Context: an optimization exercise on an open-source flow, tuned for small area, a short achievable clock period and few clock cycles per item. The choices shown serve that exercise and are no tape-out recipe.
Only simulation tests tie the RTL to the original design; equivalence was not proved.

== job 101 ==
Design idct_top, start of the top module:
module idct_top (
	input  logic                 CLOCK_50_I,
	input  logic                 resetn,
	input  logic                 start,
	input  idct_pkg::blk_row_t   block_row,
	input  idct_pkg::blk_col_t   block_col,
	output logic                 busy,
	output logic                 done,
	input  idct_pkg::sram_data_t sram_read_data,
	output idct_pkg::sram_data_t sram_write_data,
	output idct_pkg::sram_addr_t sram_address,
	output logic                 sram_we_n
);
	localparam int L       = 3;               
	localparam int DONE_TC = 146 + L;
	localparam int WR0     = 89 + L;          
	localparam int PIX0    = 81 + L;          
	logic [7:0] tc;
	logic [7:0] ac;                           
	logic [7:0] wc;                           
	logic       accept;
	logic       run;                          
	logic       idle_i;                       
	logic       busy_n;
	logic       we_q;                         
	assign accept    = start && idle_i;
	assign run       = !idle_i && !accept;
	assign busy_n    = accept || (!idle_i && tc != 8'(DONE_TC - 1));
	assign sram_we_n = !we_q;
	always_ff @(posedge CLOCK_50_I or negedge resetn) begin
		if (!resetn) begin
			busy   <= 1'b0;
			idle_i <= 1'b1;
			done   <= 1'b0;
			tc     <= '0;
			ac     <= '0;
			wc     <= '0;
		end else begin
			busy   <= busy_n;
			idle_i <= !busy_n;
			done   <= !accept && !idle_i && tc == 8'(DONE_TC - 1);
			if (accept) begin
				tc  <= 8'd1;
				ac  <= 8'd1;
				wc  <= 8'(1 - 88 - L);
			end else if (!idle_i) begin
				tc  <= tc + 8'd1;
				ac  <= ac + 8'd1;
				wc  <= wc + 8'd1;
			end
		end
	end
	logic [4:0]  rq;
	logic [5:0]  kq;
	logic [13:0] mpos;                        
	logic        rd_a, wr_a;                  
	logic [2:0]  k_a;                         
	logic        rd_first;                    
	logic        rd_second;                   
	logic [13:0] mpos_in;                     
	logic        rd1;
	logic [2:0]  c1;
	logic [15:0] hi;
  ...
clock: 9.0 ns
lec_check: 0
abc_area: 1
cap_margin: 20
core_margin: 2
core_utilization: 65
cts_cluster_diameter: 100
cts_cluster_size: 30
place_density: 0.8
setup_slack_margin: 5
slew_margin: 20
standard.sh (not shown) runs the stock make flow with config.mk's settings and CLKGATE_MAP_FILE= SYNTH_SCRIPT=/design/flow/synth_recipe.tcl, a recipe that flattens the netlist after the stock synthesis.
==> flow/flow/run.sh <==
#!/bin/bash
set -euo pipefail
bash standard.sh SETUP_SLACK_MARGIN=6.2 finish > flow_make.log 2>&1
Job 101 reached the end of the flow, and the finished layout is clean on the timing, DRC and antenna checks.
Testbench counts of job 101, summed over its fixed seeds: cycles 19,072, blocks 128.
#### Input delta (job 102 over job 101)
--- a/flow/config.mk
+++ b/flow/config.mk
@@ -7,3 +7,3 @@
 export LEC_CHECK = 0
-export ABC_AREA = 1
+export ABC_CLOCK_PERIOD_IN_PS = 3500
 export CAP_MARGIN = 20
@@ -13,2 +13,3 @@
 export CTS_CLUSTER_SIZE = 30
+export GPL_TIMING_DRIVEN = 1
 export PLACE_DENSITY = 0.8
Results
- No run among job 101 and job 102 stopped early or left any final violation; all are clean.
- Sort job 101 and job 102 by data arrival time of the critical path, ascending, and job 102 comes first.
- Number of buffers inserted by post-CTS setup repair of job 102 exceeds that of job 101 by a little under 10%.
- In job 102, the utilization came out 0.73 points above the value in job 101.
- Per the comparison of job 102 with job 101, total routing usage reported by global routing fell 1.7 points; sum of routed wire length over all layers decreased about 7%; routed length on met2 moved down.
- Count of clock-net buffers in the final layout is higher on job 102
The inputs of job 103 differ from those of job 102 as listed below.
==> flow/flow/run.sh <==
#!/bin/bash
set -euo pipefail
bash standard.sh SETUP_SLACK_MARGIN=6.4 finish > flow_make.log 2>&1
--- a/flow/config.mk
+++ b/flow/config.mk
@@ -13,3 +13,2 @@
 export CTS_CLUSTER_SIZE = 30
-export GPL_TIMING_DRIVEN = 1
 export PLACE_DENSITY = 0.8
==> comparison <==
Route | job 103 vs job 102 | wire shorter in job 103. On final cell count, job 102 tracks job 103 almost exactly. Number of input and output port buffers inserted: job 103 vs job 102 identical. Compared with job 102, in job 103 worst hold margin -0.0096 ns; net count of the finished layout ~0 delta.
#### Input delta (job 104 over job 103)
==> flow/flow/run.sh <==
#!/bin/bash
set -euo pipefail
bash standard.sh SETUP_SLACK_MARGIN=6.0 finish > flow_make.log 2>&1
Results
Sort job 104 and job 103 by global routing met1 resource utilization desc -> top: job 104. Compared with job 103, in job 104 final area now sits lower, cell area after placement saw a decrease. For the number of global-route vias before repair, job 104 came in 0.80% lower than job 103 did. Summary — number of buffers outside the clock class in the layout, job 104 relative to job 103: lower, by 67. Job 103 → job 104: filler-free cell count of the finished design moved down, post-route clock period utilization grew by 0.26 points, first-pass GRT wire length went down about 1.7%.
Input changes introduced in job 105 (baseline for comparison: job 104):
==> flow/flow/run.sh <==
#!/bin/bash
set -euo pipefail
bash standard.sh SETUP_SLACK_MARGIN=6.2 finish > flow_make.log 2>&1
Notes after the runs:
Job 105 finished all stages; the layout is clean.
In the flow results for job 105 and job 104, the wire length reported by the detailed router is smaller on job 104.
Summary of job 105 over job 104: worst setup slack for register-to-register paths now sits at about the same level; routed via count divided by cell count now sits at about the same level; CTS buffer count now sits at about the same level.

========
idct_top again, from the RTL that the note above started with.
Design idct_top, start of the top module:
module idct_top (
	input  logic                 CLOCK_50_I,
	input  logic                 resetn,
	input  logic                 start,
	input  idct_pkg::blk_row_t   block_row,
	input  idct_pkg::blk_col_t   block_col,
	output logic                 busy,
	output logic                 done,
	input  idct_pkg::sram_data_t sram_read_data,
	output idct_pkg::sram_data_t sram_write_data,
	output idct_pkg::sram_addr_t sram_address,
	output logic                 sram_we_n
);
export LEC_CHECK = 0
export ABC_CLOCK_PERIOD_IN_PS = 3500
export CAP_MARGIN = 20
export CORE_MARGIN = 2
export CORE_UTILIZATION = 65
export CTS_CLUSTER_DIAMETER = 100
export CTS_CLUSTER_SIZE = 30
export PLACE_DENSITY = 0.8
export SETUP_SLACK_MARGIN = 5
export SLEW_MARGIN = 20
export TNS_END_PERCENT = 10
create_clock -name core_clock -period 9.0 [get_ports {CLOCK_50_I}]
==> flow/flow/run.sh <==
#!/bin/bash
set -euo pipefail
bash standard.sh SETUP_SLACK_MARGIN=6.5 finish > flow_make.log 2>&1
The baseline ran to the end with no violations.
Testbench counts at the start, summed over its fixed seeds: cycles 19,072, blocks 128.
Next try:
==> flow/flow/run.sh (replaced) <==
#!/bin/bash
set -euo pipefail
bash standard.sh SETUP_SLACK_MARGIN=6.2 finish > flow_make.log 2>&1
- ABC_AREA: unset -> 1
- ABC_CLOCK_PERIOD_IN_PS: 3500 -> unset
- CORE_UTILIZATION: 65 -> 70
- PLACE_DENSITY: 0.8 -> 0.85
- TNS_END_PERCENT: 10 -> unset
- die area went down by about 8%
- register-to-register slack barely changes
- final area hardly moves
- setup slack gains 0.0085 ns
- via count went up by about 21%
- count of clock-buffer cells in the layout went up by 2
- routed wire length went up by 26%
- cell count went up by 10%

[port drivers added, routing unchanged]
The results above use ideal ports. As a check the final layouts listed here were re-extracted and re-timed, cells and wires unchanged.
Step 1 sets driving cells, clkbuf_16 on the clock port and buf_2 on the other inputs (assumed; they add their load-dependent delay and slew).
Step 2 moves the port delays by t, midway between the first and last clock arrival at a register: inputs arrive t later, outputs are due t later. That takes back most of the time a late clock gives input paths.
a / b / c = ideal ports / drivers / drivers and shift; a / b = the first two.
| run | t, ns | setup slack, ns | hold WS [ns] | latest minus earliest clock arrival (ns) | pins driven straight from the clock port |
|---|---|---|---|---|---|
| job 101 | 0.723 | 5.940 / 5.937 / 5.569 | 0.325 / 0.325 / 0.325 | 0.032 / 0.032 | 1 |
| job 102 | 0.720 | 5.994 / 5.945 / 5.409 | 0.322 / 0.322 / 0.322 | 0.027 / 0.027 | 1 |
| job 103 | 0.717 | 6.012 / 5.951 / 5.310 | 0.312 / 0.312 / 0.312 | 0.035 / 0.034 | 1 |
| job 104 | 0.724 | 5.989 / 5.926 / 5.317 | 0.324 / 0.324 / 0.324 | 0.030 / 0.029 | 1 |
| job 105 | 0.720 | 5.994 / 5.945 / 5.409 | 0.322 / 0.322 / 0.322 | 0.027 / 0.027 | 1 |
| the first run of note 2 | 0.730 | 5.928 / 5.884 / 5.316 | 0.323 / 0.323 / 0.323 | 0.035 / 0.035 | 1 |
| the second run of note 2 | 0.736 | 5.936 / 5.925 / 5.556 | 0.325 / 0.325 / 0.325 | 0.048 / 0.048 | 1 |
After both steps setup and hold are still met in every run listed. For job 103, which loses most, drivers alone change the setup slack by -0.061 ns; drivers and shift together by -0.702 ns.
